Background: an optimization exercise with open tools, aiming at small area, a short achievable clock period and few clock cycles per item. Do not read the settings as production practice. RTL that was checked went through simulation tests only; none was proved equivalent to the original. Function not checked in runs 3 to 6: the RTL went through the layout flow alone. Power and IR drop assume default switching activity.

==> design.v <==
package sfd_pkg;
   localparam logic [2:0] ACT_RX_BYTE  = 3'd0;
   localparam logic [2:0] ACT_LINE_IDLE = 3'd1;
   localparam logic [2:0] ACT_LOAD     = 3'd2;
   localparam logic [2:0] ACT_TX_START = 3'd3;
   localparam logic [2:0] ACT_TX_READY = 3'd4;
   localparam logic [1:0] KIND_NONE     = 2'd0;
   localparam logic [1:0] KIND_LINE     = 2'd1;
   localparam logic [1:0] KIND_PAYLOAD  = 2'd2;
   localparam logic [1:0] KIND_COMPLETE = 2'd3;
   localparam logic [7:0] MARK_PING  = 8'hA8;
   localparam logic [7:0] MARK_START = 8'hAE;
   localparam logic [7:0] MARK_END   = 8'hAB;
   typedef enum logic [3:0] {
      RX_HUNT  = 4'b0001,
      RX_LEN   = 4'b0010,
      RX_DATA  = 4'b0100,
      RX_CHECK = 4'b1000
   } rx_phase_type;
   typedef enum logic [2:0] {
      TX_LEN  = 3'b001,
      TX_DATA = 3'b010,
      TX_END  = 3'b100
   } tx_phase_type;
   typedef struct packed {
      logic [1:0] kind;
      logic [7:0] out_byte;
      logic [7:0] position;
      logic [7:0] packet_length;
      logic       tx_busy;
   } rsp_type;
endpackage
module sfd_ram #(
   parameter int WIDTH = 8,
   parameter int DEPTH = 8
) (
   input  logic             clock,
   input  logic             wr_en,
   input  logic [WIDTH-1:0] wr_data,
   output logic [WIDTH-1:0] tap
);
   logic [WIDTH-1:0] slot_ff [DEPTH];
   always_ff @(posedge clock) begin
      slot_ff[0] <= wr_en ? wr_data : slot_ff[DEPTH-1];
      for (int i = 1; i < DEPTH; i++) begin
         slot_ff[i] <= slot_ff[i-1];
      end
   end
   assign tap = slot_ff[DEPTH-1];
endmodule
import sfd_pkg::*;
module serial_packet_framer_deframer_core #(
   parameter int TX_BUFFER_DEPTH = 256
) (
   input  logic       clock,
   input  logic       reset,
   input  logic       req_valid,
   output logic       req_ready,
   input  logic [2:0] req_action,
   input  logic [7:0] req_byte_value,
   input  logic [7:0] req_load_index,
   input  logic [7:0] req_tx_length,
   output logic       rsp_valid,
   input  logic       rsp_ready,
   output logic [1:0] rsp_kind,
   output logic [7:0] rsp_out_byte,
   output logic [7:0] rsp_position,
   output logic [7:0] rsp_packet_length,
   output logic       rsp_tx_busy
);
   localparam int SL   = 8;                        
   localparam int NSEG = TX_BUFFER_DEPTH / SL;     
   localparam int NPQ  = 8;                        
   localparam logic [1:0] RXP_HUNT  = 2'd0;
   localparam logic [1:0] RXP_LEN   = 2'd1;
   localparam logic [1:0] RXP_DATA  = 2'd2;
   localparam logic [1:0] RXP_CHECK = 2'd3;
   localparam logic [1:0] TXP_LEN  = 2'd0;
   localparam logic [1:0] TXP_DATA = 2'd1;
   localparam logic [1:0] TXP_END  = 2'd2;
   logic [2:0]   phase_ff;                         
   logic [1:0]   rx_phase_ff, rx_phase_in;
   logic [7:0]   rx_count_ff, rx_count_in;
   logic [7:0]   rx_position_ff, rx_position_in;
   logic         tx_active_ff, tx_active_in;
   logic [1:0]   tx_phase_ff, tx_phase_in;
   logic [7:0]   tx_count_ff, tx_count_in;
   logic [7:0]   tx_position_ff, tx_position_in;
   logic [7:0]   head_ff [SL];
   logic [7:0]   win_ff  [SL];
   logic [NPQ-1:0] pq_valid_ff, pq_valid_in;
   logic [7:0]   pq_idx_ff  [NPQ];
   logic [7:0]   pq_data_ff [NPQ];
   logic         pq_room_ff;
   logic         out_valid_ff;
   sfd_pkg::rsp_type out_ff, rsp_in;
   logic         out_take;
   logic         accept;
   logic         act_rx, act_idle, act_load, act_start, act_ready;
   assign out_take  = !out_valid_ff || rsp_ready;
   logic         ready_idle_ff;
   assign req_ready = ready_idle_ff || (pq_room_ff && rsp_ready);
   assign accept    = req_valid && req_ready && !reset;
   assign act_rx    = accept && (req_action == ACT_RX_BYTE);
   assign act_idle  = accept && (req_action == ACT_LINE_IDLE);
   assign act_load  = accept && (req_action == ACT_LOAD);
   assign act_start = accept && (req_action == ACT_TX_START);
   assign act_ready = accept && (req_action == ACT_TX_READY);
   logic         ring_load;
   assign ring_load = act_load && (req_load_index[7:3] != 5'd0);
   logic         pos_in_head;
   logic [7:0]   rd_byte;
   assign pos_in_head = (tx_position_ff[7:3] == 5'd0);
   logic         win_fwd_valid_ff;
   logic [2:0]   win_fwd_slot_ff;
   logic [7:0]   win_fwd_data_ff;
   assign rd_byte     = pos_in_head ? head_ff[tx_position_ff[2:0]]
                      : (win_fwd_valid_ff && (win_fwd_slot_ff == tx_position_ff[2:0]))
                        ? win_fwd_data_ff : win_ff[tx_position_ff[2:0]];
   always_comb begin
      rx_phase_in    = rx_phase_ff;
      rx_count_in    = rx_count_ff;
      rx_position_in = rx_position_ff;
      tx_active_in   = tx_active_ff;
      tx_phase_in    = tx_phase_ff;
      tx_count_in    = tx_count_ff;
      tx_position_in = tx_position_ff;
      rsp_in         = '0;
      if (act_rx) begin
         unique case (rx_phase_ff)
            RXP_HUNT: begin
               if (req_byte_value == MARK_PING) begin
                  rsp_in.kind     = KIND_LINE;
                  rsp_in.out_byte = MARK_PING;
               end else if (req_byte_value == MARK_START) begin
                  rx_phase_in = RXP_LEN;
               end
            end
            RXP_LEN: begin
               rx_count_in    = req_byte_value;
               rx_position_in = 8'd0;
               rx_phase_in    = (req_byte_value == 8'd0) ? RXP_CHECK : RXP_DATA;
            end
            RXP_DATA: begin
               rsp_in.kind     = KIND_PAYLOAD;
               rsp_in.out_byte = req_byte_value;
               rsp_in.position = rx_position_ff;
               rx_position_in  = rx_position_ff + 8'd1;
               if (rx_position_in == rx_count_ff) begin
                  rx_phase_in = RXP_CHECK;
               end
            end
            default: begin
               rsp_in.kind          = KIND_COMPLETE;
               rsp_in.packet_length = rx_count_ff;
               rx_phase_in          = RXP_HUNT;
            end
         endcase
      end
      if (act_idle) begin
         rx_phase_in = RXP_HUNT;
      end
      if (act_start) begin
         tx_active_in    = 1'b1;
         tx_phase_in     = TXP_LEN;
         tx_count_in     = req_tx_length;
         tx_position_in  = 8'd0;
         rsp_in.kind     = KIND_LINE;
         rsp_in.out_byte = MARK_START;
      end
      if (act_ready && tx_active_ff) begin
         rsp_in.kind = KIND_LINE;
         unique case (tx_phase_ff)
            TXP_LEN: begin
               rsp_in.out_byte = tx_count_ff;
               tx_phase_in     = (tx_count_ff != 8'd0) ? TXP_DATA : TXP_END;
            end
            TXP_DATA: begin
               rsp_in.out_byte = rd_byte;
               tx_position_in  = pos_inc;
               if (pos_inc == tx_count_ff) begin
                  tx_phase_in = TXP_END;
               end
            end
            default: begin
               rsp_in.out_byte = MARK_END;
               tx_active_in    = 1'b0;
            end
         endcase
      end
      rsp_in.tx_busy = tx_active_in;
   end
   logic [7:0]   tap [NSEG];
   logic         ring_wr_en;
   logic [4:0]   ring_wr_seg;
   logic [7:0]   ring_wr_data;
   assign tap[0] = 8'd0;
   for (genvar g = 1; g < NSEG; g++) begin : g_seg
      sfd_ram #(
         .WIDTH (8),
         .DEPTH (SL)
      ) u_seg (
         .clock   (clock),
         .wr_en   (ring_wr_en && (ring_wr_seg == 5'(g))),
         .wr_data (ring_wr_data),
         .tap     (tap[g])
      );
   end
   logic [4:0]   ref_seg_ff, ref_seg_in;
   logic [NSEG-1:1] ref_sel_ff;                    
   logic         ref_own_ff, ref_own_in;           
   logic [7:0]   ref_data;
   logic [2:0]   phase_inc;
   logic         consume;
   logic [2:0]   phase_inc_ff;
   assign phase_inc = phase_inc_ff;
   assign consume   = act_ready && tx_active_ff && (tx_phase_ff == TXP_DATA);
   logic [7:0]   pos_inc;
   logic [4:0]   pos_hi, pos_hi_p1, pos_hi_p2;
   logic [4:0]   ref_seg_stay, ref_seg_step;
   logic         ref_own_stay, ref_own_step;
   logic         pos_lo_max;
   assign pos_inc    = tx_position_ff + 8'd1;
   assign pos_hi     = tx_position_ff[7:3];
   assign pos_hi_p1  = pos_hi + 5'd1;
   assign pos_hi_p2  = pos_hi + 5'd2;
   assign pos_lo_max = (tx_position_ff[2:0] == 3'd7);
   always_comb begin
      if (pos_in_head) begin
         ref_seg_stay = 5'd1;
      end else begin
         ref_seg_stay = (phase_inc <= tx_position_ff[2:0]) ? pos_hi_p1 : pos_hi;
      end
      if (pos_lo_max) begin
         ref_seg_step = (phase_inc == 3'd0) ? pos_hi_p2 : pos_hi_p1;
      end else if (pos_in_head) begin
         ref_seg_step = 5'd1;
      end else begin
         ref_seg_step = ({1'b0, phase_inc} <= {1'b0, tx_position_ff[2:0]} + 4'd1) ? pos_hi_p1 : pos_hi;
      end
   end
   logic [NSEG+1:0]  pos_hi_oh;                    
   logic [NSEG-1:1]  ref_sel_stay, ref_sel_step, ref_sel_start;
   always_comb begin
      pos_hi_oh = '0;
      for (int g = 0; g < NSEG; g++) begin
         pos_hi_oh[g+2] = (pos_hi == 5'(g));
      end
      for (int g = 1; g < NSEG; g++) begin
         ref_sel_start[g] = (g == 1);
         if (pos_in_head) begin
            ref_sel_stay[g] = (g == 1);
         end else begin
            ref_sel_stay[g] = (phase_inc <= tx_position_ff[2:0]) ? pos_hi_oh[g+1] : pos_hi_oh[g+2];
         end
         if (pos_lo_max) begin
            ref_sel_step[g] = (phase_inc == 3'd0) ? pos_hi_oh[g] : pos_hi_oh[g+1];
         end else if (pos_in_head) begin
            ref_sel_step[g] = (g == 1);
         end else begin
            ref_sel_step[g] = ({1'b0, phase_inc} <= {1'b0, tx_position_ff[2:0]} + 4'd1)
                              ? pos_hi_oh[g+1] : pos_hi_oh[g+2];
         end
      end
   end
   assign ref_own_stay = !pos_in_head && (phase_inc == tx_position_ff[2:0]);
   assign ref_own_step = (!pos_in_head || pos_lo_max) && (phase_inc == pos_inc[2:0]);
   assign ref_seg_in   = act_start ? 5'd1 : consume ? ref_seg_step : ref_seg_stay;
   assign ref_own_in   = !act_start && (consume ? ref_own_step : ref_own_stay);
   logic [NPQ-1:0] pq_sel_ff, pq_sel, pq_due, pq_sel_in, pq_match, pq_hit;
   logic         pq_direct;
   logic         ring_wr_en_ff;
   logic [4:0]   ring_wr_seg_ff, ring_wr_seg_in;
   logic [7:0]   ring_wr_data_ff, ring_wr_data_in;
   assign pq_sel       = pq_sel_ff;
   assign ring_wr_en   = ring_wr_en_ff;
   assign ring_wr_seg  = ring_wr_seg_ff;
   assign ring_wr_data = ring_wr_data_ff;
   always_comb begin
      logic       found;
      found           = 1'b0;
      ring_wr_data_in = 8'd0;
      ring_wr_seg_in  = 5'd0;
      for (int q = 0; q < NPQ; q++) begin
         pq_match[q]  = pq_valid_ff[q] && (pq_idx_ff[q] == req_load_index);
         pq_due[q]    = pq_valid_ff[q] && !pq_sel_ff[q] && (pq_idx_ff[q][2:0] == phase_inc);
         pq_sel_in[q] = pq_due[q] && !found;
         found        = found || pq_due[q];
         ring_wr_data_in = ring_wr_data_in | ({8{pq_sel_in[q]}}
                           & ((ring_load && pq_match[q]) ? req_byte_value : pq_data_ff[q]));
         ring_wr_seg_in  = ring_wr_seg_in  | ({5{pq_sel_in[q]}} & pq_idx_ff[q][7:3]);
      end
      pq_direct = ring_load && !(|pq_match) && !found && (req_load_index[2:0] == phase_inc);
      if (pq_direct) begin
         ring_wr_data_in = req_byte_value;
         ring_wr_seg_in  = req_load_index[7:3];
      end
   end
   always_comb begin
      logic [7:0] fwd;
      fwd          = 8'd0;
      for (int q = 0; q < NPQ; q++) begin
         pq_hit[q]    = pq_valid_ff[q] && (pq_idx_ff[q] == {ref_seg_ff, phase_ff});
         fwd          = fwd | ({8{pq_hit[q]}} & pq_data_ff[q]);
      end
      if (ring_wr_en_ff && (ring_wr_seg_ff == ref_seg_ff)) begin
         fwd = fwd | ring_wr_data_ff;
      end
      ref_data   = fwd;
      if (!(|pq_hit) && !(ring_wr_en_ff && (ring_wr_seg_ff == ref_seg_ff))) begin
         for (int g = 1; g < NSEG; g++) begin
            ref_data = ref_data | ({8{ref_sel_ff[g]}} & tap[g]);
         end
      end
   end
   logic [NPQ-1:0] pq_alloc;
   logic [7:0]     pq_idx_in [NPQ];
   logic           pq_room_next;
   always_comb begin
      logic       taken;
      logic       due_next;
      logic [NPQ-1:0] free;
      logic [NPQ-1:0] one, two;                  
      taken        = 1'b0;
      due_next     = 1'b0;
      for (int q = 0; q < NPQ; q++) begin
         pq_alloc[q] = ring_load && !(|pq_match) && !pq_direct
                       && (!pq_valid_ff[q] || pq_sel[q]) && !taken;
         taken       = taken || !pq_valid_ff[q] || pq_sel[q];
         pq_valid_in[q] = (pq_valid_ff[q] && !pq_sel[q])
                          || (ring_load && pq_match[q]) || pq_alloc[q];
         pq_idx_in[q]   = pq_alloc[q] ? req_load_index : pq_idx_ff[q];
         free[q]        = !pq_valid_ff[q] || pq_sel[q];
         due_next       = due_next || pq_due[q];
      end
      one = free;
      two = '0;
      for (int w = 1; w < NPQ; w = w * 2) begin
         for (int q = 0; q + w < NPQ; q = q + 2 * w) begin
            two[q] = two[q] || two[q+w] || (one[q] && one[q+w]);
            one[q] = one[q] || one[q+w];
         end
      end
      pq_room_next = due_next || two[0] || (one[0] && !ring_load);
   end
   logic [4:0]   wb_hi, wb_hi_p1;
   logic [2:0]   wb_lo;
   logic         load_in_win;
   assign wb_hi       = pos_in_head ? 5'd1 : pos_hi;
   assign wb_hi_p1    = pos_in_head ? 5'd2 : pos_hi_p1;
   assign wb_lo       = pos_in_head ? 3'd0 : tx_position_ff[2:0];
   assign load_in_win = ring_load
                        && (((req_load_index[7:3] == wb_hi) && (req_load_index[2:0] >= wb_lo))
                         || ((req_load_index[7:3] == wb_hi_p1) && (req_load_index[2:0] < wb_lo)));
   always_ff @(posedge clock) begin
      phase_ff     <= phase_ff + 3'd1;
      phase_inc_ff <= phase_ff + 3'd2;
      ref_seg_ff <= ref_seg_in;
      ref_sel_ff <= act_start ? ref_sel_start : consume ? ref_sel_step : ref_sel_stay;
      ready_idle_ff <= pq_room_next && (reset || !(out_take ? accept : out_valid_ff));
      win_fwd_valid_ff <= load_in_win;
      win_fwd_slot_ff  <= req_load_index[2:0];
      win_fwd_data_ff  <= req_byte_value;
      ref_own_ff <= ref_own_in;
      pq_room_ff <= pq_room_next;
      if (reset) begin
         out_valid_ff <= 1'b0;
      end else if (out_take) begin
         out_valid_ff <= accept;
      end
      if (out_take) begin
         out_ff <= rsp_in;
      end
      if (reset) begin
         rx_phase_ff  <= RXP_HUNT;
         tx_active_ff <= 1'b0;
      end else begin
         rx_phase_ff  <= rx_phase_in;
         tx_active_ff <= tx_active_in;
      end
      rx_count_ff    <= rx_count_in;
      rx_position_ff <= rx_position_in;
      tx_phase_ff    <= tx_phase_in;
      tx_count_ff    <= tx_count_in;
      tx_position_ff <= tx_position_in;
   end
   always_ff @(posedge clock) begin
      pq_valid_ff <= pq_valid_in;
      pq_sel_ff   <= pq_sel_in;
      ring_wr_en_ff   <= (|pq_due) || pq_direct;
      ring_wr_seg_ff  <= ring_wr_seg_in;
      ring_wr_data_ff <= ring_wr_data_in;
      for (int q = 0; q < NPQ; q++) begin
         if ((ring_load && pq_match[q]) || pq_alloc[q]) begin
            pq_data_ff[q] <= req_byte_value;
         end
         pq_idx_ff[q] <= pq_idx_in[q];
      end
   end
   always_ff @(posedge clock) begin
      for (int i = 0; i < SL; i++) begin
         if (act_load && (req_load_index == 8'(i))) begin
            head_ff[i] <= req_byte_value;
         end
         if (win_fwd_valid_ff && (win_fwd_slot_ff == 3'(i))
             && !(consume && !pos_in_head && (tx_position_ff[2:0] == 3'(i)))) begin
            win_ff[i] <= win_fwd_data_ff;
         end else if ((phase_ff == 3'(i)) && (!ref_own_ff || consume)) begin
            win_ff[i] <= ref_data;
         end
      end
   end
   assign rsp_valid         = out_valid_ff;
   assign rsp_kind          = out_ff.kind;
   assign rsp_out_byte      = out_ff.out_byte;
   assign rsp_position      = out_ff.position;
   assign rsp_packet_length = out_ff.packet_length;
   assign rsp_tx_busy       = out_ff.tx_busy;
endmodule
==> run.sh <==
#!/bin/bash
# synth_recipe.tcl (not shown) runs the flow's synth.tcl, then flattens the netlist and writes it again
# the make line also repeats each setting of config.mk as NAME=value (left out here)
make -C /OpenROAD-flow-scripts/flow DESIGN_CONFIG=/design/flow/config.mk WORK_HOME=/design/flow/orfs CLKGATE_MAP_FILE= SYNTH_SCRIPT=/design/flow/synth_recipe.tcl finish
==> config.mk <==
export PLATFORM = sky130hd
export DESIGN_NAME = serial_packet_framer_deframer_core
export DESIGN_NICKNAME = serial_packet_framer_deframer_core
export VERILOG_FILES = /design/flow/design.v
export SDC_FILE = /design/flow/constraint.sdc
export NUM_CORES = 4
export LEC_CHECK = 0
export ABC_CLOCK_PERIOD_IN_PS = 2500
export CAP_MARGIN = 20
export CORE_MARGIN = 2
export CORE_UTILIZATION = 50
export CTS_CLUSTER_DIAMETER = 120
export CTS_CLUSTER_SIZE = 26
export PLACE_DENSITY = 0.8
export SETUP_SLACK_MARGIN = 2.0
export SLEW_MARGIN = 20
==> constraint.sdc <==
create_clock -name core_clock -period 5.0 [get_ports {clock}]
set_input_delay 1.0000 -clock core_clock [delete_from_list [all_inputs] [get_ports {clock}]]
set_output_delay 1.0000 -clock core_clock [all_outputs]
set_load 0.01 [all_outputs]
==> results of run 1 <==
[flip-flops by register name (all words and copies together), names as in the netlist, 27 cells and up]
| signal | cells |
|---|---|
| pq_data_ff | 64 |
| out_ff | 27 |
| win_ff | 64 |
| pq_idx_ff | 64 |
| g_seg.u_seg.slot_ff | 1984 |
| head_ff | 64 |
| ref_sel_ff | 31 |
[cell families after synthesis]
logic type | after synthesis
DFF | 2392
and+or+nand+nor | 619
AOI/OAI and AO/OA | 482
muxes | 394
buffers and inverters | 215
xor gates and xnor gates | 200
adders and majority gates | 33
[critical path: cells and delay by family, from the launching register on]
kind,cells,cell delay [ns]
AO/OA/AOI/OAI,4,1.39
buffers and inverters,3,0.46
adder cells (fa/ha/maj),1,0.23
flip-flops,1,0.40
AND/OR/NAND/NOR,2,0.45
[area by class of cell]
cell class | count | area (um^2) | area share
Timing Repair Buffer | 244 | 2205 | 0.03038
Inverter | 44 | 181.4 | 0.002500
Multi-Input combinational cell | 1729 | 14250 | 0.1964
Clock buffer | 120 | 2641 | 0.03640
Clock inverter | 3 | 90.09 | 0.001241
Sequential cell | 2392 | 51010 | 0.7030
Antenna cell | 2 | 5.005 | 0.00006897
Tap cell | 1742 | 2180 | 0.03004
[report_power, final]
group / switching (W) / internal (W) / total (W)
registers: 0.0000879 / 0.0195 / 0.0196
clock network: 0.00551 / 0.00377 / 0.00928
logic: 0.000441 / 0.000223 / 0.000664
total: 0.00604 / 0.0235 / 0.0295
[worst min path at each step]
stage | startpoint | end | slack [ns] | cells after the start
final | g_seg[3].u_seg.slot_ff[5][0]$_DFF_P_ | g_seg[3].u_seg.slot_ff[6][0]$_DFF_P_ | 0.31 | 0
after global routing | g_seg[5].u_seg.slot_ff[0][6]$_DFF_P_ | g_seg[5].u_seg.slot_ff[1][6]$_DFF_P_ | 0.32 | 0
after CTS | g_seg[9].u_seg.slot_ff[4][1]$_DFF_P_ | g_seg[9].u_seg.slot_ff[5][1]$_DFF_P_ | 0.30 | 0
after detailed placement | g_seg[31].u_seg.slot_ff[6][5]$_DFF_P_ | g_seg[31].u_seg.slot_ff[7][5]$_DFF_P_ | 0.31 | 0
after global placement | g_seg[14].u_seg.slot_ff[1][6]$_DFF_P_ | g_seg[14].u_seg.slot_ff[2][6]$_DFF_P_ | 0.31 | 0
after floorplan | g_seg[10].u_seg.slot_ff[0][0]$_DFF_P_ | g_seg[10].u_seg.slot_ff[1][0]$_DFF_P_ | 0.31 | 0
[routing by layer]
layer / vias to the layer above / global-route usage / wire, um
met5: - / 0 / 83
met4: 12 / 0.09488 / 7048
met3: 400 / 0.03037 / 12320
met2: 1721 / 0.3688 / 72000
met1: 17100 / 0.3215 / 66250
li1: 15410 / - / -
[Yosys cell counts, drive strengths merged, types with 41 or more instances]
cell type,instances,area (um^2)
dfxtp,2085,41740
mux2,337,3795
edfxtp,307,9219
nand2,148,555.5
xnor2,141,1235
nor2,138,530.5
clkbuf,133,499.2
a221oi,80,700.7
o21ai,78,390.4
a22o,73,639.4
nand3,69,350.3
nand4,59,381.6
xor2,59,516.8
mux2i,57,570.6
nor3,57,295.3
a21oi,52,260.3
o22ai,49,312.8
inv,42,157.6
a222oi,41,410.4
[repair_timing]
item / CTS / global route
cloned: 1 / 2
buffers inserted: 43 / 28
pin swaps: 43 / 23
gates resized for setup: 149 / 84
endpoints found under the setup margin: 350 / 304
[stage by stage]
step / power (W) / setup WS, ns / area, um^2 / util / cells
3_5_place_dp: 0.02060 / 0.6789 / 68290 / 0.5281 / 6077
2_1_floorplan: 0.02030 / 1.781 / 65420 / - / 4335
3_3_place_gp: 0.02058 / 0.7715 / 68280 / 0.5280 / 6076
4_1_cts: 0.02954 / 1.848 / 71990 / 0.5567 / 6244
6_report: 0.02952 / 1.787 / 72570 / 0.5611 / 6276
5_1_grt: 0.03029 / 1.734 / 72560 / 0.5611 / 6274
==> results.yml, run 1 <==
cts:
  root_buffer: "clkbuf_16"
  cts_max_path_buffers: 3
  path_clk_slew_ns: 0.11
  cts.sinks: 2392
  cts_made_buffers: 101
  htreeDepth: 3
  clock_latency_ns: 0.75
  cts_tree: "done"
  hold_buffers: 0
grt:
  overflow: 0
  grt_pass1_vias: 33550
  track_usage: 0.2318
  antenna_found_initial: 7
  grt_first_pass_wirelength_mm: 226.3
  grt_start_max_net_pins: 34
drt:
  drc: 0
  avgRoutedWirePerCell_um: 25.13
  drtAntennaViolNets: 0
  dr.first_iter.drc_count: 4130
  wirelength_mm: 157.7
  drt_pre_antenna_iters: 8
  vias_per_cell: 5.519
  num_vias: 34640
synth:
  synth_ff_type: "dfxtp_1"
  synth_area_um2: 65060
  synthXorXnorAreaFrac: 0.02693
  synth_simple_gate_area_share: 0.04793
  syn_area_per_cell_um2: 15.01
  async_flop_share: 0
  synthAdderAreaFrac: 0.006347
  seq_area_frac_synth: 0.7833
  synth-seq-cells: 2392
  yosys_warnings: 15
  synth_mux_area_frac: 0.06710
  synthCells: 4335
  synth_nets: 4399
  synth-edff-count: 307
  synth.distinct_cells: 79
  synth_top_family_by_area: "multiplexers"
  synth-compound-area-share: 0.05531
outcome:
  status: "timing/DRC/antenna clean"
final_layout:
  nFillCells: 9521
  area_growth_pct: 11.54
  final_cell_mix: "dfxtp_1 (2063), mux2_2 (336), edfxtp_1 (307), buf_4 (159), xnor2_1 (141)"
  final_common_cell: "dfxtp_1"
  layout.nets: 4576
  drive_above_1_share: 0.1831
power:
  power_density_nw_per_um2: 406.8
  power_leakage_nw: 27.79
  ir_drop_mv: 0.3240
setup_path:
  cp-endpoint: "out_ff[23]$_DFFE_PN_"
  r2r_slack_ns: 1.79
  arrival_ns: 3.67
  reg2reg_depth: 10
  slowest_stage: "a222oi_1"
  cp-startpoint: "tx_position_ff[1]$_DFF_P_"
  timing.rr.start: "tx_position_ff[1]$_DFF_P_"
  crit_type: "reg2reg"
  worst-endpoint-required_ns: 5.46
  critPathCaptureType: "flop"
  slowest_delay_ns: 0.74
  start_kind: "flop"
  critPathMostFrequentCell: "a222oi_1"
  rr_endpoint: "out_ff[23]$_DFFE_PN_"
  cp_max_fo: 8
  path_cells: "clkinvlp_4 > ha_4 > and2_4 > buf_4 > a222oi_1 > nand4_1 > o211ai_1 > o21ai_1 > a222oi_1 > inv_1"
placed_design:
  numPortBuffers: 59
  hpwl_mm: 100.7
  routabilityCongestion: 0.9801
floorplan:
  fp.coreArea_um2: 129300
  die_x_um: 364.7
  die-height_um: 364.7
  die_area_um2: 133000
  start_util: 0.5031
  pin_count: 60
  rows: 132
timing:
  worst_hold_slack_ns: 0.3057
  fin_worst_skew_ns: 0.06180
  tns_ns: 0
  rsz0062_at_grt: "true"
  worst_pin_slew_ns: 1.073
  setup-violations-final: 0
  worst_slew_margin_rel: 0.2837
  finalCritPeriodShare: 0.6426
  slew_violations: 0
  finalHoldViolCount: 0
  timing.final.crit_period_ns: 3.213
  fmax_mhz: 311.2
min_path:
  hold_class: "reg2reg"
run:
  cap_violations: 0
Testbench counts, summed over its fixed seeds: cycles 32,008, items 32,000.
==> run 2, diff against run 1 <==
--- a/config.mk
+++ b/config.mk
@@ -10,6 +10,6 @@
 export CORE_MARGIN = 2
-export CORE_UTILIZATION = 50
+export CORE_UTILIZATION = 45
 export CTS_CLUSTER_DIAMETER = 120
 export CTS_CLUSTER_SIZE = 26
-export PLACE_DENSITY = 0.8
+export PLACE_DENSITY = 0.7
 export SETUP_SLACK_MARGIN = 2.0
==> results.yml, run 2 <==
outcome:
  status: "timing/DRC/antenna clean"
final_layout:
  final_util: 0.5067
  final_common_cell: "dfxtp_1"
  diodes: 0
  top_register: "g_seg.u_seg.slot_ff"
  drive_above_1_share: 0.1824
  final_cell_mix: "dfxtp_1 (2058), mux2_2 (335), edfxtp_1 (307), buf_4 (161), xnor2_1 (141)"
  area_growth_pct: 11.76
  layout.nets: 4575
  fin_area_um2: 72710
  largest_reg_flops: 1984
setup_path:
  crit_buf_inv: 0
  critPathCaptureType: "flop"
  start_kind: "flop"
  crit_type: "reg2reg"
  path_cells: "a22o_1 > a221oi_1 > nand4_1 > o21ai_1 > nand3_2 > mux2_2"
  critPathTopFamily: "compound AO/OA/AOI/OAI gates"
  arrival_ns: 3.55
  cp_max_fo: 8
  slowest_stage: "dfxtp_1"
  worst-endpoint-required_ns: 5.48
  slowest_delay_ns: 0.55
power:
  p_sw_frac: 0.2041
  intPower_w: 0.02347
  power_frac_seq: 0.663
  p_total_w: 0.02949
  power_density_nw_per_um2: 405.6
  ir_drop_mv: 0.2760
  power_leakage_nw: 27.76
  p_switching_w: 0.006018
  power_frac_comb: 0.023
  clkPwrFrac: 0.314
floorplan:
  start_util: 0.4534
  fp.coreArea_um2: 143500
  pin_count: 60
  die_area_um2: 147600
  rows: 139
  die_x_um: 384.2
  die-height_um: 384.2
grt:
  antenna_found_initial: 1
  track_usage: 0.2000
  grt_first_pass_wirelength_mm: 217.3
  grt_pass1_vias: 32680
  overflow: 0
  grt_start_max_net_pins: 34
placed_design:
  routabilityCongestion: 0.9419
  hpwl_mm: 99.08
  post_dp_cell_area_um2: 68510
  numPortBuffers: 59
synth:
  synth.distinct_cells: 79
  seq_area_frac_synth: 0.7833
  synth_top_cell_by_area: "dfxtp_1"
  synth-edff-count: 307
  yosys_warnings: 15
  synth_nets: 4399
  synth_top_area_share: 0.6416
  synthCells: 4335
  synth_ff_type: "dfxtp_1"
  synth-seq-cells: 2392
  post-synth-top-count-cell: "dfxtp_1"
  async_flop_share: 0
  synth_common_cells: "dfxtp_1 (2085), mux2_2 (337), edfxtp_1 (307)"
  netlist_top_cells_area: "dfxtp_1 (64%), edfxtp_1 (14%), mux2_2 (5.8%)"
  synth_area_um2: 65060
  syn_area_per_cell_um2: 15.01
cts:
  root_buffer: "clkbuf_16"
  htreeDepth: 3
  cts_max_path_buffers: 3
  cts.sinks: 2392
  cts_tree: "done"
  cts_made_buffers: 101
  clock_latency_ns: 0.77
  hold_buffers: 0
  path_clk_slew_ns: 0.10
drt:
  num_vias: 33670
  drc: 0
  dr.first_iter.drc_count: 3389
  drt_pre_antenna_iters: 9
  wirelength_mm: 150.7
  vias_per_cell: 5.230
  avgRoutedWirePerCell_um: 23.41
  drtAntennaViolNets: 0
timing:
  fmax_mhz: 326.0
  setup-violations-final: 0
  rsz0062_at_grt: "true"
  tns_ns: 0
  fin_worst_skew_ns: 0.08982
  worst_slew_margin_rel: 0.2971
  finalCritPeriodShare: 0.6136
  worst_pin_slew_ns: 1.052
  slew_violations: 0
  timing.final.crit_period_ns: 3.068
  finalHoldViolCount: 0
run:
  cap_violations: 0
min_path:
  hold_class: "reg2reg"
[run 2: cell counts after synthesis]
No cell type changed its count.
[run 2: repair_timing]
action,4_1_cts,5_1_grt
endpoints found under the setup margin,368,250
buffers inserted,40,26
resized for setup,173,52
cloned,0,3
pin swaps,28,23
[run 2: per-layer routing]
metal  up-vias  share of wire  global-route usage
met2      1269           0.44              0.3067
met3       294          0.065             0.02632
met1     16730           0.46              0.2889
met5         -              0                   0
li1      15380              -                   -
met4         0          0.037             0.07545
[run 2: cell type report]
cell class / instances / area [um^2]
inverter: 44 / 173.9
timing repair buffer: 244 / 2241
multi-input combinational: 1728 / 14140
fill: 11760 / 70780
sequential: 2392 / 51030
clock inverter: 6 / 116.4
tap: 1903 / 2381
clock buffer: 121 / 2624
[run 2: logic make-up (layout without fill, tap and decap cells)]
family,Yosys count,in the layout,synth area share
flip-flops,2392,2392,0.7833
AND/OR/NAND/NOR,619,619,0.04793
AO/OA/AOI/OAI,482,482,0.05531
multiplexers,394,394,0.06710
buffers and inverters,215,415,0.01310
XOR/XNOR,200,200,0.02693
adder cells (fa/ha/maj),33,33,0.006347
[run 2: worst paths after layout]
check / from / endpoint / slack, ns / cells after the start
max: ref_sel_ff[3]$_SDFF_PP0_ / win_ff[3][1]$_DFFE_PP_ / 1.93 / 6
max reg2reg: ref_sel_ff[3]$_SDFF_PP0_ / win_ff[3][1]$_DFFE_PP_ / 1.93 / 6
min reg2reg: g_seg[3].u_seg.slot_ff[5][2]$_DFF_P_ / g_seg[3].u_seg.slot_ff[6][2]$_DFF_P_ / 0.28 / 0
min: g_seg[3].u_seg.slot_ff[5][2]$_DFF_P_ / g_seg[3].u_seg.slot_ff[6][2]$_DFF_P_ / 0.28 / 0
[run 2: worst reg2reg max path: stages (launching register included)]
cell	delay [ns]
dfxtp_1	0.55
a22o_1	0.37
a221oi_1	0.55
nand4_1	0.42
o21ai_1	0.29
nand3_2	0.30
mux2_2	0.38
[run 2: stage by stage]
stage | std cells | worst slack, ns | hold WS, ns
2_1_floorplan | 4335 | 1.781 | 0.3096
3_3_place_gp | 6241 | 0.7091 | 0.3095
3_5_place_dp | 6241 | 0.6541 | 0.3121
4_1_cts | 6408 | 1.997 | 0.2788
5_1_grt | 6438 | 1.904 | 0.2893
6_report | 6438 | 1.932 | 0.2811
[run 2: power by group through the flow]
stage / registers [W] / logic, W / clock network [W]
after global routing: 0.0196 / 0.000712 / 0.0101
final: 0.0196 / 0.000677 / 0.00925
after detailed placement: 0.0200 / 0.000579 / 0
after global placement: 0.0200 / 0.000576 / 0
after floorplan: 0.0200 / 0.000322 / 0
after CTS: 0.0196 / 0.000628 / 0.00945
==> run 3, diff against run 2 <==
--- a/design.v
+++ b/design.v
@@ -288,4 +288,3 @@
          found        = found || pq_due[q];
-         ring_wr_data_in = ring_wr_data_in | ({8{pq_sel_in[q]}}
-                           & ((ring_load && pq_match[q]) ? req_byte_value : pq_data_ff[q]));
+         ring_wr_data_in = ring_wr_data_in | ({8{pq_sel_in[q]}} & pq_data_ff[q]);
          ring_wr_seg_in  = ring_wr_seg_in  | ({5{pq_sel_in[q]}} & pq_idx_ff[q][7:3]);
@@ -305,9 +304,10 @@
       end
-      if (ring_wr_en_ff && (ring_wr_seg_ff == ref_seg_ff)) begin
-         fwd = fwd | ring_wr_data_ff;
-      end
       ref_data   = fwd;
-      if (!(|pq_hit) && !(ring_wr_en_ff && (ring_wr_seg_ff == ref_seg_ff))) begin
-         for (int g = 1; g < NSEG; g++) begin
-            ref_data = ref_data | ({8{ref_sel_ff[g]}} & tap[g]);
+      if (!(|pq_hit)) begin
+         if (ring_wr_en_ff && (ring_wr_seg_ff == ref_seg_ff)) begin
+            ref_data = ring_wr_data_ff;
+         end else begin
+            for (int g = 1; g < NSEG; g++) begin
+               ref_data = ref_data | ({8{ref_sel_ff[g]}} & tap[g]);
+            end
          end
@@ -388,3 +388,3 @@
       pq_valid_ff <= pq_valid_in;
-      pq_sel_ff   <= pq_sel_in;
+      pq_sel_ff   <= pq_sel_in & ~({NPQ{ring_load}} & pq_match);
       ring_wr_en_ff   <= (|pq_due) || pq_direct;
--- a/config.mk
+++ b/config.mk
@@ -10,7 +10,7 @@
 export CORE_MARGIN = 2
-export CORE_UTILIZATION = 45
+export CORE_UTILIZATION = 55
 export CTS_CLUSTER_DIAMETER = 120
 export CTS_CLUSTER_SIZE = 26
-export PLACE_DENSITY = 0.7
 export SETUP_SLACK_MARGIN = 2.0
 export SLEW_MARGIN = 20
+export TNS_END_PERCENT = 10
==> results.yml, run 3 <==
synth:
  synth_common_cells: "dfxtp_1 (2085), edfxtp_1 (307), mux2_2 (279)"
  synth-edff-count: 307
  synthAdderAreaFrac: 0.006420
  synth-seq-cells: 2392
  synthCells: 4615
  async_flop_share: 0
  synth_ff_type: "dfxtp_1"
  post-synth-top-count-cell: "dfxtp_1"
  synth_top_cell_by_area: "dfxtp_1"
  synth_mux_area_frac: 0.05271
  synth.distinct_cells: 79
  synth_area_um2: 65880
  synth-compound-area-share: 0.06165
  synth_top_family_by_area: "simple AND/OR/NAND/NOR gates"
  yosys_warnings: 15
  synth_simple_gate_area_share: 0.06213
  seq_area_frac_synth: 0.7735
  synth_top_area_share: 0.6336
  synth_nets: 4679
  netlist_top_cells_area: "dfxtp_1 (63%), edfxtp_1 (14%), mux2_2 (4.8%)"
  syn_area_per_cell_um2: 14.27
  synthXorXnorAreaFrac: 0.02773
placed_design:
  hpwl_mm: 104.9
  numPortBuffers: 59
  routabilityCongestion: 0.9111
drt:
  drt_pre_antenna_iters: 6
  avgRoutedWirePerCell_um: 24.72
  vias_per_cell: 5.441
  num_vias: 34700
  drc: 0
  drtAntennaViolNets: 0
  wirelength_mm: 157.7
  dr.first_iter.drc_count: 3531
cts:
  clock_latency_ns: 0.74
  cts_made_buffers: 102
  cts_max_path_buffers: 3
  root_buffer: "clkbuf_16"
  hold_buffers: 0
  path_clk_slew_ns: 0.11
  cts.sinks: 2392
  htreeDepth: 3
  cts_tree: "done"
final_layout:
  final_util: 0.6148
  area_growth_pct: 10.50
  final_cell_mix: "dfxtp_1 (2052), edfxtp_1 (307), mux2_2 (279), nand2_1 (240), nor2_1 (168)"
  final_common_cell: "dfxtp_1"
  drive_above_1_share: 0.1568
  largest_reg_flops: 1984
  top_register: "g_seg.u_seg.slot_ff"
  layout.nets: 4820
grt:
  track_usage: 0.2546
  grt_first_pass_wirelength_mm: 226.2
  overflow: 0
  grt_start_max_net_pins: 39
  antenna_found_initial: 2
  grt_pass1_vias: 32840
outcome:
  status: "timing/DRC/antenna clean"
setup_path:
  arrival_ns: 3.66
  crit_type: "reg2reg"
  timing.rr.start: "ref_sel_ff[6]$_SDFF_PP0_"
  r2r_slack_ns: 1.82
  reg2reg_depth: 10
  start_kind: "flop"
  rr_endpoint: "win_ff[0][2]$_DFFE_PP_"
  worst-endpoint-required_ns: 5.48
  critPathCaptureType: "flop"
  cp_max_fo: 8
timing:
  fin_worst_skew_ns: 0.03943
  tns_ns: 0
  setup-violations-final: 0
  slew_violations: 0
  timing.final.crit_period_ns: 3.176
  fmax_mhz: 314.9
  finalCritPeriodShare: 0.6352
  worst_pin_slew_ns: 1.205
  finalHoldViolCount: 0
  rsz0062_at_grt: "true"
  worst_hold_slack_ns: 0.3130
  worst_slew_margin_rel: 0.1960
min_path:
  min_to: "g_seg[1].u_seg.slot_ff[1][3]$_DFF_P_"
  hold_class: "reg2reg"
  holdCritStartpoint: "g_seg[1].u_seg.slot_ff[0][3]$_DFF_P_"
  hold_depth: 0
floorplan:
  start_util: 0.5564
  fp.coreArea_um2: 118400
  die_area_um2: 122600
  pin_count: 60
  rows: 126
  die-height_um: 350.1
  die_x_um: 350.1
power:
  power_leakage_nw: 27.78
  ir_drop_mv: 0.3629
  power_density_nw_per_um2: 403.7
  p_total_w: 0.02938
run:
  cap_violations: 0
==> run 3: cell types whose count changed in the layout (fill, tap and decap cells not counted), sizes merged, moves of 24 or more <==
| cell | before | now |
|---|---|---|
| a22oi | 31 | 97 |
| xor2 | 59 | 96 |
| a21oi | 52 | 108 |
| a221oi | 80 | 55 |
| mux2i | 57 | 33 |
| nand2 | 148 | 247 |
| a22o | 73 | 47 |
| o21ai | 78 | 156 |
| nor2 | 138 | 186 |
| mux2 | 337 | 279 |
| o22ai | 49 | 4 |
| xnor2 | 141 | 110 |
==> run 3: final cells by class <==
cell class / instances / area (um^2)
antenna: 1 / 2.502
clock buffer: 119 / 2659
clock inverter: 5 / 125.1
fill: 9115 / 45600
inverter: 52 / 198.9
multi-input combinational: 1970 / 14640
sequential: 2392 / 51030
tap: 1600 / 2002
timing repair buffer: 238 / 2131
==> run 3: per-stage QoR <==
stage	setup WS (ns)	area, um^2	instances
4_1_cts	1.810	72480	6361
6_report	1.824	72790	6377
2_1_floorplan	1.616	66160	4615
5_1_grt	1.794	72790	6376
3_3_place_gp	0.4492	68890	6201
3_5_place_dp	0.4110	68900	6201
==> run 3: timing repair <==
| item | in CTS | in global routing |
|---|---|---|
| endpoints found under the hold margin | 0 | 0 |
| gates cloned | 5 | 3 |
| endpoints found under the setup margin | 323 | 306 |
| pin swaps | 26 | 5 |
| buffers inserted | 31 | 12 |
| resized for setup | 137 | 45 |
==> run 3: kinds of logic (layout without fill, tap and decap cells) <==
group	Yosys count	count (layout)
compound gates	586	587
flops	2392	2392
simple gates	827	830
fa+ha+maj	34	34
buf+inv	257	414
mux	312	312
other cells	0	1
xor+xnor	207	207
==> run 3: per-layer routing <==
metal / GRT usage / wire length (um) / up-vias
met5: 0 / 0 / -
met4: 0.09536 / 6439 / 0
met3: 0.02805 / 7811 / 273
met2: 0.4141 / 73120 / 1090
met1: 0.3531 / 70280 / 17190
li1: - / - / 16140
==> run 3: critical path, cell delays in order, from the launching register on <==
cell and delay (ns):
dfxtp_1 0.50, buf_4 0.26, a22o_1 0.30, a221oi_1 0.36
nand3_1 0.34, nor3_1 0.28, buf_4 0.19, a211o_1 0.14
a21oi_2 0.05, buf_4 0.20, mux2_2 0.28
==> run 3: power breakdown <==
part | total, W | switching [W] | internal (W)
clock | 0.00936 | 0.00555 | 0.00381
sequential | 0.0195 | 0.0000692 | 0.0195
combinational | 0.000475 | 0.000315 | 0.000160
total | 0.0294 | 0.00594 | 0.0234
==> run 3: how the worst max path moves through the flow <==
| stage | from | end | slack [ns] | depth (start not counted) |
|---|---|---|---|---|
| 2_1_floorplan | rsp_ready | pq_idx_ff[4][0]$_DFFE_PP_ | 1.62 | 9 |
| 3_3_place_gp | req_load_index[5] | pq_data_ff[7][4]$_DFFE_PP_ | 0.45 | 9 |
| 3_5_place_dp | req_load_index[6] | pq_data_ff[7][6]$_DFFE_PP_ | 0.41 | 8 |
| 4_1_cts | ref_sel_ff[6]$_SDFF_PP0_ | win_ff[1][2]$_DFFE_PP_ | 1.81 | 10 |
| 5_1_grt | phase_ff[2]$_DFF_P_ | win_ff[0][7]$_DFFE_PP_ | 1.79 | 9 |
| 6_report | ref_sel_ff[6]$_SDFF_PP0_ | win_ff[0][2]$_DFFE_PP_ | 1.82 | 10 |
==> run 4, diff against run 3 <==
--- a/config.mk
+++ b/config.mk
@@ -13,4 +13,3 @@
 export CTS_CLUSTER_SIZE = 26
-export SETUP_SLACK_MARGIN = 2.0
+export SETUP_SLACK_MARGIN = 2.2
 export SLEW_MARGIN = 20
-export TNS_END_PERCENT = 10
==> results.yml, run 4 <==
timing:
  fin_worst_skew_ns: 0.04907
  worst_pin_slew_ns: 1.156
  tns_ns: 0
  timing.final.crit_period_ns: 3.035
  rsz0062_at_grt: "true"
  setup_slack_ns: 1.965
  worst_hold_slack_ns: 0.2998
  worst_slew_margin_rel: 0.2286
  finalHoldViolCount: 0
  finalCritPeriodShare: 0.6070
  setup-violations-final: 0
  slew_violations: 0
  fmax_mhz: 329.5
final_layout:
  nFillCells: 8973
  layout.nets: 4926
  diodes: 0
  regArea_um2: 51060
  final_common_cell: "dfxtp_1"
  area_growth_pct: 13.40
  top_register: "g_seg.u_seg.slot_ff"
  final_cell_mix: "dfxtp_1 (2047), edfxtp_1 (307), nand2_1 (237), mux2_2 (228), buf_4 (224)"
  fin_area_um2: 74700
  largest_reg_flops: 1984
  multi_input_area_um2: 15380
  drive_above_1_share: 0.1934
min_path:
  hold_class: "reg2reg"
setup_path:
  path_cells: "a22o_1 > a221oi_2 > nand3_1 > nor3_4 > a211oi_2 > a2bb2oi_2 > buf_6 > mux2_4"
  cp_max_fo: 8
  crit_type: "reg2reg"
  start_kind: "flop"
  slowest_stage: "dfxtp_1"
  arrival_ns: 3.50
  critPathCaptureType: "flop"
  slowest_delay_ns: 0.56
  worst-endpoint-required_ns: 5.47
grt:
  grt_first_pass_wirelength_mm: 234.2
  grt_start_max_net_pins: 39
  overflow: 0
  grt_pass1_vias: 33880
  antenna_found_initial: 4
  track_usage: 0.2649
synth:
  synth_simple_gate_area_share: 0.06213
  yosys_warnings: 15
  synth-edff-count: 307
  synth_top_area_share: 0.6336
  synth_mux_area_frac: 0.05271
  synth_top_family_by_area: "simple AND/OR/NAND/NOR gates"
  syn_area_per_cell_um2: 14.27
  netlist_top_cells_area: "dfxtp_1 (63%), edfxtp_1 (14%), mux2_2 (4.8%)"
  synth-seq-cells: 2392
  synth_nets: 4679
  synth-compound-area-share: 0.06165
  post-synth-top-count-cell: "dfxtp_1"
  synth_top_cell_by_area: "dfxtp_1"
  synthXorXnorAreaFrac: 0.02773
  synthCells: 4615
  synth_common_cells: "dfxtp_1 (2085), edfxtp_1 (307), mux2_2 (279)"
  seq_area_frac_synth: 0.7735
  async_flop_share: 0
  synth_area_um2: 65880
  synth.distinct_cells: 79
  synthAdderAreaFrac: 0.006420
  synth_ff_type: "dfxtp_1"
floorplan:
  pin_count: 60
  fp.coreArea_um2: 118400
  die-height_um: 350.1
  die_area_um2: 122600
  rows: 126
  die_x_um: 350.1
  start_util: 0.5564
power:
  power_density_nw_per_um2: 395.0
  ir_drop_mv: 0.3180
  p_total_w: 0.02951
  power_leakage_nw: 28.71
cts:
  cts_tree: "done"
  hold_buffers: 0
  clock_latency_ns: 0.74
  path_clk_slew_ns: 0.11
  root_buffer: "clkbuf_16"
  htreeDepth: 3
  cts_made_buffers: 102
  cts.sinks: 2392
  cts_max_path_buffers: 3
placed_design:
  routabilityCongestion: 0.9515
  numPortBuffers: 59
  post_dp_cell_area_um2: 69080
  place_ws_ns: 0.4912
  hpwl_mm: 107.6
drt:
  dr.first_iter.drc_count: 3503
  num_vias: 35200
  drt_pre_antenna_iters: 6
  drtAntennaViolNets: 0
  vias_per_cell: 5.427
  drc: 0
  avgRoutedWirePerCell_um: 25.15
  wirelength_mm: 163.1
run:
  cap_violations: 0
outcome:
  status: "timing/DRC/antenna clean"
==> run 4: area by class of cell <==
cell class / count / share of cell area
flip-flops and latches: 2392 / 0.6835
clock inverters: 7 / 0.002060
well taps: 1600 / 0.02680
inverters: 52 / 0.002847
repair buffers: 345 / 0.04328
multi-input cells: 1969 / 0.2059
clock buffers: 120 / 0.03564
==> run 4: worst paths after layout <==
path / start / end / slack, ns / cells past startpoint
hold / removal: g_seg[26].u_seg.slot_ff[6][2]$_DFF_P_ / g_seg[26].u_seg.slot_ff[7][2]$_DFF_P_ / 0.30 / 0
hold reg to reg: g_seg[26].u_seg.slot_ff[6][2]$_DFF_P_ / g_seg[26].u_seg.slot_ff[7][2]$_DFF_P_ / 0.30 / 0
setup reg to reg: ref_sel_ff[27]$_SDFF_PP0_ / win_ff[5][4]$_DFFE_PP_ / 1.97 / 8
setup / recovery: ref_sel_ff[27]$_SDFF_PP0_ / win_ff[5][4]$_DFFE_PP_ / 1.97 / 8
==> run 4: per-layer routing <==
metal | GRT usage | part of all wire
met3 | 0.03430 | 0.050
met1 | 0.3580 | 0.44
met2 | 0.4224 | 0.45
met5 | 0 | 0
met4 | 0.1323 | 0.060
==> run 4: logic make-up (layout without fill, tap and decap cells) <==
| family | after synthesis | count (layout) |
|---|---|---|
| compound gates | 586 | 587 |
| xor+xnor | 207 | 207 |
| fa+ha+maj | 34 | 34 |
| buf+inv | 257 | 524 |
| flops | 2392 | 2392 |
| mux | 312 | 312 |
| simple gates | 827 | 829 |
==> run 4: stage by stage <==
stage / util / cells
after global routing: 0.6309 / 6485
after floorplan: - / 4615
after detailed placement: 0.5835 / 6195
after global placement: 0.5835 / 6195
final: 0.6309 / 6485
after CTS: 0.6234 / 6429
==> run 4: what timing repair did <==
item                                    in CTS  in global routing
buffers inserted                            95                 56
pin swaps                                   43                 60
gates resized for setup                    262                134
cloned                                      12                  0
endpoints found under the setup margin     368                287
==> run 4: power by group <==
part / switching [W] / leakage [nW] / internal (W)
logic: 0.000344 / 7.64 / 0.000202
registers: 0.0000735 / 19.7 / 0.0195
clock network: 0.00559 / 1.36 / 0.00383
total: 0.00601 / 28.7 / 0.0235
==> run 4: worst max-delay path, delay by kind of cell, from the launching register on <==
family / cells / cell delay, ns
AO/OA/AOI/OAI: 4 / 1.22
buffers and inverters: 1 / 0.17
AND/OR/NAND/NOR: 2 / 0.53
flip-flops: 1 / 0.56
multiplexers: 1 / 0.27
==> run 5, diff against run 4 <==
--- a/config.mk
+++ b/config.mk
@@ -13,3 +13,3 @@
 export CTS_CLUSTER_SIZE = 26
-export SETUP_SLACK_MARGIN = 2.2
+export SETUP_SLACK_MARGIN = 2.0
 export SLEW_MARGIN = 20
==> results.yml, run 5 <==
grt:
  grt_pass1_vias: 33490
  grt_start_max_net_pins: 40
  grt_first_pass_wirelength_mm: 231.2
  antenna_found_initial: 3
  track_usage: 0.2611
  overflow: 0
synth:
  synth-seq-cells: 2392
  synth_common_cells: "dfxtp_1 (2085), edfxtp_1 (307), mux2_2 (279)"
  synthCells: 4615
  synth_top_area_share: 0.6336
  post-synth-top-count-cell: "dfxtp_1"
  synth_area_um2: 65880
  synth_ff_type: "dfxtp_1"
  syn_area_per_cell_um2: 14.27
  async_flop_share: 0
  synth.distinct_cells: 79
  synth_nets: 4679
  seq_area_frac_synth: 0.7735
  synth-edff-count: 307
  synth_top_cell_by_area: "dfxtp_1"
  netlist_top_cells_area: "dfxtp_1 (63%), edfxtp_1 (14%), mux2_2 (4.8%)"
  yosys_warnings: 15
timing:
  rsz0062_at_grt: "true"
  fmax_mhz: 326.6
  setup-violations-final: 0
  worst_hold_slack_ns: 0.3054
  slew_violations: 0
  setup_slack_ns: 1.938
  worst_pin_slew_ns: 1.150
  timing.final.crit_period_ns: 3.062
  finalCritPeriodShare: 0.6124
  fin_worst_skew_ns: 0.04907
  worst_slew_margin_rel: 0.2331
  finalHoldViolCount: 0
  tns_ns: 0
setup_path:
  crit_buf_inv: 5
  start_kind: "flop"
  arrival_ns: 3.52
  r2r_slack_ns: 1.94
  worst-endpoint-required_ns: 5.46
  timing.rr.start: "phase_ff[1]$_DFF_P_"
  cp_max_fo: 8
  slowest_delay_ns: 0.54
  critPathCaptureType: "flop"
  critPathMostFrequentCell: "buf_12"
  slowest_stage: "or4b_4"
  crit_type: "reg2reg"
  reg2reg_depth: 12
  rr_endpoint: "win_ff[1][5]$_DFFE_PP_"
  path_cells: "buf_12 > xor2_1 > or4b_4 > or3_4 > nand4_1 > buf_4 > buf_12 > buf_6 > a211o_1 > a21oi_4 > buf_12 > mux2_4"
  critPathTopFamily: "simple AND/OR/NAND/NOR gates"
placed_design:
  numPortBuffers: 59
  routabilityCongestion: 0.8881
  hpwl_mm: 106.9
  place_ws_ns: 0.4468
min_path:
  min_to: "g_seg[28].u_seg.slot_ff[7][4]$_DFF_P_"
  hold_class: "reg2reg"
  holdCritStartpoint: "g_seg[28].u_seg.slot_ff[6][4]$_DFF_P_"
  hold_depth: 0
final_layout:
  layout.nets: 4834
  drive_above_1_share: 0.1647
  final_common_cell: "dfxtp_1"
  final_cell_mix: "dfxtp_1 (2051), edfxtp_1 (307), mux2_2 (243), nand2_1 (241), nor2_1 (165)"
  area_growth_pct: 11.55
  diodes: 0
  largest_reg_flops: 1984
  nFillCells: 9062
  top_register: "g_seg.u_seg.slot_ff"
floorplan:
  rows: 126
  fp.coreArea_um2: 118400
  start_util: 0.5564
  die_area_um2: 122600
  pin_count: 60
  die_x_um: 350.1
  die-height_um: 350.1
drt:
  drtAntennaViolNets: 0
  drc: 0
  dr.first_iter.drc_count: 3176
  avgRoutedWirePerCell_um: 25.07
  vias_per_cell: 5.433
  drt_pre_antenna_iters: 8
  num_vias: 34760
  wirelength_mm: 160.4
power:
  power_leakage_nw: 28.13
  ir_drop_mv: 0.3317
  p_total_w: 0.02956
  power_density_nw_per_um2: 402.3
cts:
  cts_max_path_buffers: 3
  path_clk_slew_ns: 0.11
  cts_tree: "done"
  cts_made_buffers: 102
  htreeDepth: 3
  clock_latency_ns: 0.74
  root_buffer: "clkbuf_16"
  cts.sinks: 2392
outcome:
  status: "timing/DRC/antenna clean"
run:
  cap_violations: 0
## run 5: cell count changes in the layout (fill, tap and decap cells not counted), moves of 7 or more
cell	previous run	this run
buf_4	224	159
buf_6	36	8
mux2_2	228	243
mux2_4	51	36
o21ai_0	139	148
o21ai_1	11	2
nor2_1	158	165
nor3_1	28	35
## run 5: timing repair
action,CTS,global route
resized for setup,175,64
hold buffers,0,0
pin swaps,40,20
gates cloned,9,1
setup endpoints to repair,332,274
setup buffers,44,23
## run 5: worst register-to-register path, cell delays in order, from the launching register on
cell	delay, ns
dfxtp_4	0.40
buf_12	0.15
xor2_1	0.16
or4b_4	0.54
or3_4	0.37
nand4_1	0.18
buf_4	0.16
buf_12	0.13
buf_6	0.11
a211o_1	0.12
a21oi_4	0.07
buf_12	0.16
mux2_4	0.26
## run 5: stage by stage
| step | util | instances | area (um^2) |
|---|---|---|---|
| 2_1_floorplan | - | 4615 | 66390 |
| 3_3_place_gp | 0.5824 | 6188 | 68960 |
| 3_5_place_dp | 0.5824 | 6188 | 68960 |
| 4_1_cts | 0.6173 | 6372 | 73080 |
| 5_1_grt | 0.6207 | 6397 | 73490 |
| 6_report | 0.6207 | 6397 | 73490 |
## run 5: area by class of cell
class	count	area, um^2	area share
flip-flops and latches	2392	51040	0.6946
multi-input cells	1969	14950	0.2035
inverters	52	198.9	0.002707
repair buffers	253	2419	0.03291
well taps	1600	2002	0.02724
clock inverters	5	102.6	0.001396
clock buffers	126	2770	0.03770
## run 5: layer usage
| layer | up-vias | track usage | wire length (um) |
|---|---|---|---|
| met2 | 1031 | 0.4331 | 75550 |
| met4 | 2 | 0.09245 | 5795 |
| li1 | 16180 | - | - |
| met1 | 17270 | 0.3564 | 71360 |
| met5 | - | 0 | 13 |
| met3 | 273 | 0.02964 | 7669 |
## run 5: how the worst max path moves through the flow
stage / from / endpoint / slack, ns / cells past startpoint
finish: phase_ff[1]$_DFF_P_ / win_ff[1][5]$_DFFE_PP_ / 1.94 / 12
global route: pq_idx_ff[1][0]$_DFFE_PP_ / win_ff[0][5]$_DFFE_PP_ / 1.90 / 11
CTS: pq_idx_ff[1][0]$_DFFE_PP_ / win_ff[1][5]$_DFFE_PP_ / 1.93 / 11
detailed placement: req_load_index[0] / pq_data_ff[7][2]$_DFFE_PP_ / 0.45 / 9
global placement: req_load_index[0] / pq_data_ff[7][5]$_DFFE_PP_ / 0.51 / 9
floorplan: rsp_ready / pq_idx_ff[4][0]$_DFFE_PP_ / 1.62 / 9
## run 5: cells by family (layout without fill, tap and decap cells)
group / count (synthesis) / count (layout) / share of synthesized area
xor+xnor: 207 / 207 / 0.02773
simple gates: 827 / 829 / 0.06213
flops: 2392 / 2392 / 0.7735
fa+ha+maj: 34 / 34 / 0.006420
buf+inv: 257 / 436 / 0.01582
compound gates: 586 / 587 / 0.06165
mux: 312 / 312 / 0.05271
## run 5: report_power, final
part	internal [W]	leakage, nW	switching (W)
Combinational	0.000184	7.03	0.000311
Clock	0.00395	1.40	0.00555
Sequential	0.0195	19.7	0.0000989
==> run 6, diff against run 5 <==
==> flow/run.sh (new file) <==
#!/bin/bash
# The standard layout (standard.sh, the standard flow's own ORFS run), with two changes:
# the port buffers are buf_2 cells instead of the slow delay-buffer cell that
# buffer_ports picks by default, and the resizer may swap cells across
# footprints. Every port still gets a buffer. make's full output goes to
# layout.log in this folder; ORFS keeps each step's log under orfs/logs.
set -euo pipefail
bash standard.sh "BUFFER_PORTS_ARGS=-buffer_cell sky130_fd_sc_hd__buf_2" \
   MATCH_CELL_FOOTPRINT=0 finish > layout.log 2>&1
==> standard.sh (new file) <==
#!/bin/bash
# synth_recipe.tcl (not shown) runs the flow's synth.tcl, then flattens the netlist and writes it again
# the make line also repeats each setting of config.mk as NAME=value (left out here)
make -C /OpenROAD-flow-scripts/flow DESIGN_CONFIG=/design/flow/config.mk WORK_HOME=/design/flow/orfs CLKGATE_MAP_FILE= SYNTH_SCRIPT=/design/flow/synth_recipe.tcl "${@:-finish}"
removed: run.sh
==> results.yml, run 6 <==
outcome:
  status: "timing/DRC/antenna clean"
timing:
  finalHoldViolCount: 0
  fin_worst_skew_ns: 0.04430
  fmax_mhz: 324.1
  tns_ns: 0
  setup-violations-final: 0
  worst_pin_slew_ns: 1.139
  slew_violations: 0
  worst_slew_margin_rel: 0.2302
  finalCritPeriodShare: 0.6170
  setup_slack_ns: 1.915
  timing.final.crit_period_ns: 3.085
  rsz0062_at_grt: "true"
floorplan:
  die_area_um2: 122600
  pin_count: 60
  fp.coreArea_um2: 118400
  die-height_um: 350.1
  die_x_um: 350.1
  rows: 126
  start_util: 0.5564
placed_design:
  numPortBuffers: 59
  hpwl_mm: 106.6
  post_dp_cell_area_um2: 68500
  routabilityCongestion: 0.9383
  place_ws_ns: 0.7586
synth:
  netlist_top_cells_area: "dfxtp_1 (63%), edfxtp_1 (14%), mux2_2 (4.8%)"
  synth-seq-cells: 2392
  post-synth-top-count-cell: "dfxtp_1"
  synth_area_um2: 65880
  async_flop_share: 0
  synth_top_area_share: 0.6336
  synth_mux_area_frac: 0.05271
  seq_area_frac_synth: 0.7735
  yosys_warnings: 15
  synth_simple_gate_area_share: 0.06213
  synth-edff-count: 307
  synthXorXnorAreaFrac: 0.02773
  synth_ff_type: "dfxtp_1"
  synth_common_cells: "dfxtp_1 (2085), edfxtp_1 (307), mux2_2 (279)"
  synthAdderAreaFrac: 0.006420
  synthCells: 4615
  synth.distinct_cells: 79
  synth_top_cell_by_area: "dfxtp_1"
  synth-compound-area-share: 0.06165
  syn_area_per_cell_um2: 14.27
  synth_top_family_by_area: "simple AND/OR/NAND/NOR gates"
  synth_nets: 4679
cts:
  hold_buffers: 0
  cts_max_path_buffers: 3
  cts_made_buffers: 102
  path_clk_slew_ns: 0.10
  cts.sinks: 2392
  clock_latency_ns: 0.73
  htreeDepth: 3
  root_buffer: "clkbuf_16"
  cts_tree: "done"
min_path:
  hold_class: "reg2reg"
  min_to: "g_seg[7].u_seg.slot_ff[6][2]$_DFF_P_"
  hold_depth: 0
  holdCritStartpoint: "g_seg[7].u_seg.slot_ff[5][2]$_DFF_P_"
final_layout:
  diodes: 0
  top_register: "g_seg.u_seg.slot_ff"
  fin_area_um2: 72790
  layout.nets: 4812
  final_cell_mix: "dfxtp_1 (2053), edfxtp_1 (307), mux2_2 (256), nand2_1 (241), nor2_1 (160)"
  drive_above_1_share: 0.1717
  final_common_cell: "dfxtp_1"
  largest_reg_flops: 1984
  final_util: 0.6148
  area_growth_pct: 10.50
grt:
  overflow: 0
  grt_first_pass_wirelength_mm: 229.4
  grt_pass1_vias: 32940
  track_usage: 0.2589
  antenna_found_initial: 5
  grt_start_max_net_pins: 40
setup_path:
  critPathCaptureType: "flop"
  crit_type: "reg2reg"
  rr_endpoint: "win_ff[6][4]$_DFFE_PP_"
  reg2reg_depth: 7
  arrival_ns: 3.55
  cp_max_fo: 8
  r2r_slack_ns: 1.91
  start_kind: "flop"
  worst-endpoint-required_ns: 5.47
  timing.rr.start: "ref_sel_ff[10]$_SDFF_PP0_"
power:
  power_density_nw_per_um2: 403.4
  ir_drop_mv: 0.3072
  power_leakage_nw: 27.91
drt:
  num_vias: 34590
  drt_pre_antenna_iters: 6
  vias_per_cell: 5.431
  drtAntennaViolNets: 0
  dr.first_iter.drc_count: 3257
  wirelength_mm: 161.3
  avgRoutedWirePerCell_um: 25.32
  drc: 0
run:
  cap_violations: 0
[run 6: cell count changes in the layout (fill, tap and decap cells not counted), moves of 5 or more]
cell             before  now
dlygate4sd2_1         7    0
mux2_4               36   23
nor2_1              165  160
bufbuf_16             5    0
buf_4               159  153
nor2_2               11   17
a221oi_2              9    4
mux2_2              243  256
buf_12               18    8
buf_2                 7   55
clkdlybuf4s50_1      44    0
[run 6: metrics by stage]
step	hold slack, ns	instances	total power [W]
after CTS	0.3112	6321	0.02955
after global placement	0.3096	6164	0.02043
final	0.3100	6370	0.02937
after floorplan	0.3096	4615	0.02018
after detailed placement	0.3121	6165	0.02043
after global routing	0.3206	6370	0.03029
[run 6: repair_timing]
action	4_1_cts	5_1_grt
setup buffers	27	45
pin swaps	22	17
endpoints found under the setup margin	356	294
cloned	3	4
endpoints found under the hold margin	0	0
gates resized for setup	125	75
[run 6: area by class of cell]
class                   instances  area (um^2)
clock buffers                 120         2663
flip-flops and latches       2392        51030
well taps                    1600         2002
repair buffers                230         1783
multi-input cells            1970        15020
clock inverters                 6        90.09
fillers                      9088        45600
inverters                      52        198.9
[run 6: how the worst max path moves through the flow]
stage,from,end,slack [ns],cells past startpoint
3_5_place_dp,req_load_index[4],pq_idx_ff[5][3]$_DFFE_PP_,0.76,8
3_3_place_gp,req_load_index[4],pq_idx_ff[5][6]$_DFFE_PP_,0.81,8
4_1_cts,ref_sel_ff[10]$_SDFF_PP0_,win_ff[6][4]$_DFFE_PP_,1.83,7
2_1_floorplan,rsp_ready,pq_data_ff[5][0]$_DFFE_PP_,1.64,8
6_report,ref_sel_ff[10]$_SDFF_PP0_,win_ff[6][4]$_DFFE_PP_,1.91,7
5_1_grt,ref_sel_ff[10]$_SDFF_PP0_,win_ff[6][4]$_DFFE_PP_,1.83,7
[run 6: critical path, stage by stage (launching register included)]
cell	delay [ns]
dfxtp_4	0.39
buf_6	0.13
a222oi_1	0.67
nand4_1	0.51
nor3_4	0.47
a211oi_2	0.15
a2bb2oi_4	0.22
mux2_4	0.29
[run 6: cell families (layout without fill, tap and decap cells)]
| logic type | count (synthesis) | in the layout |
|---|---|---|
| xor gates and xnor gates | 207 | 207 |
| AOI/OAI and AO/OA | 586 | 587 |
| muxes | 312 | 312 |
| buffers and inverters | 257 | 408 |
| and+or+nand+nor | 827 | 830 |
| adders and majority gates | 34 | 34 |
| DFF | 2392 | 2392 |
[run 6: per-layer routing]
layer  routed length [um]  global-route usage  vias to the layer above
li1                     -                   -                    16140
met1                71020              0.3541                    17010
met2                74450              0.4201                     1124
met3                 8154             0.02879                      319
met4                 7690              0.1113                        0
met5                    0                   0                        -
[run 6: power breakdown]
part	switching, W	internal, W	leakage, nW	total (W)
registers	0.0000662	0.0195	19.7	0.0195
clock network	0.00553	0.00383	1.35	0.00936
logic	0.000335	0.000133	6.85	0.000467

port drivers added, routing unchanged:
The results above use ideal ports. As a check the final layouts listed here were re-extracted and re-timed, cells and wires unchanged. Step 1, drivers: a clkbuf_16 drives clock and a buf_2 each remaining input, both assumed. Step 2 also shifts input and output timing later by t, the mid clock arrival at the registers, as if the neighbouring blocks saw the same clock. a / b / c = ideal ports / drivers / drivers and shift; a / b = the first two.
run | t (ns) | slack for setup (ns) | worst setup path at the end | latest minus earliest clock arrival (ns) | worst register clock-pin slew, ns
run 1 | 0.795 | 1.787 / 1.787 / 1.314 | input to register | 0.068 / 0.068 | 0.12 / 0.12
run 2 | 0.796 | 1.932 / 1.932 / 1.251 | input to register | 0.103 / 0.102 | 0.12 / 0.12
run 3 | 0.796 | 1.824 / 1.824 / 1.187 | input to register | 0.041 / 0.041 | 0.12 / 0.12
run 4 | 0.793 | 1.965 / 1.965 / 1.333 | input to register | 0.054 / 0.054 | 0.11 / 0.11
run 5 | 0.790 | 1.938 / 1.938 / 1.326 | input to register | 0.052 / 0.052 | 0.12 / 0.12
run 6 | 0.782 | 1.915 / 1.915 / 1.281 | input to register | 0.046 / 0.045 | 0.11 / 0.11
After both steps setup and hold are still met in every run listed. The setup slack of run 2, which loses most, moves by 0.000 ns with the drivers and by -0.681 ns with both steps.
